Context: an optimization exercise on an open-source flow, tuned for small area. The choices shown serve that exercise and are no tape-out recipe. In this exercise RTL edits were held to simulation tests only and were not proved equivalent to the original. No activity file was given, so power comes from the tool's default toggle rates.

## run 1
==> flow/design.v (excerpt) <==
module clk_div_bank #(
   parameter int unsigned CHANNELS = 12,
   parameter int unsigned CNT_W    = 20,
   parameter int unsigned AW       = 4
) (
   input  logic                clk,
   input  logic                rst_n,
   input  logic                cfg_we,
   input  logic [AW-1:0]       cfg_addr,
   input  logic [CNT_W-1:0]    cfg_div,
   input  logic [CHANNELS-1:0] en,
   input  logic                sync,
   output logic [CHANNELS-1:0] cout,
   output logic [CHANNELS-1:0] tick,
   output logic [CHANNELS-1:0] cfg_pend
);
clock: 5.0 ns
lec_check: 0
cap_margin: 20
core_margin: 2
core_utilization: 70
slew_margin: 20
standard.sh (not shown) runs the stock make flow with config.mk's settings and CLKGATE_MAP_FILE= SYNTH_SCRIPT=/design/flow/synth_recipe.tcl, a recipe that flattens the netlist after the stock synthesis.
==> flow/flow/run.sh <==
#!/bin/bash
# Standard layout, with a leaner clock tree (larger sink clusters, no dummy loads) and
# the smallest buffer on the ports.
set -euo pipefail
export CTS_ARGS="-sink_clustering_enable -repair_clock_nets -sink_clustering_size 35 -sink_clustering_max_diameter 80 -dont_use_dummy_load"
export BUFFER_PORTS_ARGS="-buffer_cell sky130_fd_sc_hd__buf_1"
bash standard.sh > standard_make.log 2>&1
Run 1 finished all stages; the layout is clean.
diff inputs: run 1 => run 2
==> flow/flow/run.sh <==
#!/bin/bash
set -euo pipefail
work=$PWD
export AREA_ABC_SCRIPT=$work/flow/abc_area.script
export CTS_ARGS="-sink_clustering_enable -repair_clock_nets -sink_clustering_size 16 -sink_clustering_max_diameter 60 -buf_list sky130_fd_sc_hd__clkbuf_8 -dont_use_dummy_load"
export BUFFER_PORTS_ARGS="-buffer_cell sky130_fd_sc_hd__buf_1"
{ head -n 1 synth_recipe.tcl; cat flow/abc_proc.tcl; tail -n +2 synth_recipe.tcl; } > synth_area.tcl
sed "s|SYNTH_SCRIPT=[^ ]*|SYNTH_SCRIPT=$work/synth_area.tcl|" standard.sh > synth_area.sh
bash synth_area.sh synth > synth_make.log 2>&1
bash standard.sh > standard_make.log 2>&1
==> flow/flow/abc_area.script (new file) <==
strash
&get -n
&st
&dch
&nf -R 1000
&st
&syn2
&dch
&nf -R 1000
&st
&dch
&nf -R 1000
&put
topo
==> flow/flow/abc_proc.tcl (new file) <==
# Run ABC with this flow's area-oriented script in place of the one ORFS picks; every other
# argument (liberty, dont_use cells, constraints) is kept as ORFS sets it.
proc abc {args} {
  set i [lsearch $args -script]
  if {$i >= 0} { lset args [expr {$i + 1}] $::env(AREA_ABC_SCRIPT) }
  yosys abc {*}$args
}
## What came out
Between run 1 and run 2, the buffer share of cell area figures differ only marginally. Signed area change from the synthesized netlist to the final layout: run 2 > run 1. Run 1 has a lower sequential fraction of the synthesis area than run 2. Taking run 2 as 1.0, run 1 lands at 0.70 on clock buffer count from CTS.
Edits applied to the flow inputs when going from run 2 to run 3:
diff --git a/flow/flow/run.sh b/flow/flow/run.sh
--- a/flow/flow/run.sh
+++ b/flow/flow/run.sh
@@ -5 +5 @@
-export CTS_ARGS="-sink_clustering_enable -repair_clock_nets -sink_clustering_size 16 -sink_clustering_max_diameter 60 -buf_list sky130_fd_sc_hd__clkbuf_8 -dont_use_dummy_load"
+export CTS_ARGS="-sink_clustering_enable -repair_clock_nets -sink_clustering_size 30 -sink_clustering_max_diameter 60 -dont_use_dummy_load"
Row final period utilization: run 3 higher / run 2 lower
Diff run 2 -> run 3 | non-clock buffer count | up slightly
The overall global routing resource usage number comes out lower for run 2 vs run 3.
Compared with run 2, in run 3 clock tree buffer count of the final layout went down about 25%, synthesized area per cell held, clock network area share went up 0.85 points.
Cmp run 3 and run 2 / share of total power consumed by net switching / lower: run 3
Area growth from synthesis to layout: run 3 vs run 2 up 0.97 points
Relative to run 3, the following input files were edited for run 4:
==> flow/flow/run.sh <==
#!/bin/bash
# Standard layout, with a leaner clock tree (larger sink clusters, no dummy loads) and
# the smallest buffer on the ports.
set -euo pipefail
export CTS_ARGS="-sink_clustering_enable -repair_clock_nets -sink_clustering_size 30 -sink_clustering_max_diameter 60 -dont_use_dummy_load"
export BUFFER_PORTS_ARGS="-buffer_cell sky130_fd_sc_hd__buf_1"
bash standard.sh > standard_make.log 2>&1
removed: flow/flow/abc_area.script
removed: flow/flow/abc_proc.tcl
==> comparison <==
- Lower global-route wire length before repair among run 4 and run 3: run 3
- Run 4 vs run 3 on final total power: run 4 is the lower one.
- Summary of the comparison: core utilization is lower in run 4, relative to run 3.
- Re floorplan row count: run 3 was lower than run 4.
- Most common cell after layout, fill and taps aside: sky130_fd_sc_hd__nor2_1 -> run 3, sky130_fd_sc_hd__dfxtp_1 -> run 4
- Run 4 reports its capturing element of the worst setup path as g_ch[5].l_q[12]$_DFFE_PN0P_ while run 3 reports g_ch[0].l_q[10]$_DFFE_PN0P_.
### run 4 -> run 5
==> flow/flow/run.sh <==
#!/bin/bash
set -euo pipefail
work=$PWD
export AREA_ABC_SCRIPT=$work/flow/abc_area.script
export CTS_ARGS="-sink_clustering_enable -repair_clock_nets -sink_clustering_size 20 -sink_clustering_max_diameter 60 -buf_list sky130_fd_sc_hd__clkbuf_8 -dont_use_dummy_load"
export BUFFER_PORTS_ARGS="-buffer_cell sky130_fd_sc_hd__buf_1"
{ head -n 1 synth_recipe.tcl; cat flow/abc_proc.tcl; tail -n +2 synth_recipe.tcl; } > synth_area.tcl
sed "s|SYNTH_SCRIPT=[^ ]*|SYNTH_SCRIPT=$work/synth_area.tcl|" standard.sh > synth_area.sh
bash synth_area.sh synth > synth_make.log 2>&1
bash standard.sh > standard_make.log 2>&1
==> flow/flow/abc_area.script (new file) <==
strash
&get -n
&st
&dch
&nf -R 1000
&st
&syn2
&dch
&nf -R 1000
&st
&dch
&nf -R 1000
&put
topo
==> flow/flow/abc_proc.tcl (new file) <==
# Run ABC with this flow's area-oriented script in place of the one ORFS picks; every other
# argument (liberty, dont_use cells, constraints) is kept as ORFS sets it.
proc abc {args} {
  set i [lsearch $args -script]
  if {$i >= 0} { lset args [expr {$i + 1}] $::env(AREA_ABC_SCRIPT) }
  yosys abc {*}$args
}
--- outcome ---
Run 5 was carried through to the last stage, and its layout satisfied the timing, design-rule and antenna checks. Higher share of the synthesized area in compound gates (AO/OA/AOI/OAI) goes to run 4 over run 5. Taking run 4 as the reference point, the count of clock-net buffers in the final layout of run 5 rises by about 7%. Of run 5 and run 4, it is run 5 that has the higher TritonCTS buffer count. Relative to run 4, the mapped cell area of run 5 is lower by about 8%. Combinational cell fraction of total power: run 5 < run 4. The worst setup path startpoint comes out cfg_div[4] in one run and cfg_div[6] in the other, namely in run 4 and run 5 respectively.

-- static timing again, ports no longer ideal --
The results above use ideal ports. As a check the final layouts listed here were re-extracted and re-timed, cells and wires unchanged. Step 1: set_driving_cell puts a clkbuf_16 on clk and a buf_2 on each other input, an assumption about the parent block. Step 2 times the ports against the registers' clock, not the clock port: input delays grow and output delays shrink by t, the midpoint of the rising clock arrivals with the driver on. Three values: ideal, step 1, step 2; two values: the first two.
run	t (ns)	slack for setup (ns)	hold WS [ns]	latest minus earliest clock arrival (ns)
run 1	0.626	1.626 / 1.667 / 1.041	0.454 / 0.416 / 0.454	0.069 / 0.068
run 2	0.720	1.086 / 1.121 / 0.401	0.395 / 0.364 / 0.469	0.032 / 0.032
run 3	0.643	1.059 / 1.100 / 0.457	0.460 / 0.460 / 0.460	0.067 / 0.068
run 4	0.645	1.608 / 1.649 / 1.004	0.441 / 0.403 / 0.448	0.052 / 0.051
run 5	0.701	1.114 / 1.150 / 0.449	0.372 / 0.340 / 0.460	0.068 / 0.068
After both steps setup and hold are still met in every run listed. The setup slack of run 2, which loses most, moves by +0.035 ns with the drivers and by -0.685 ns with both steps.
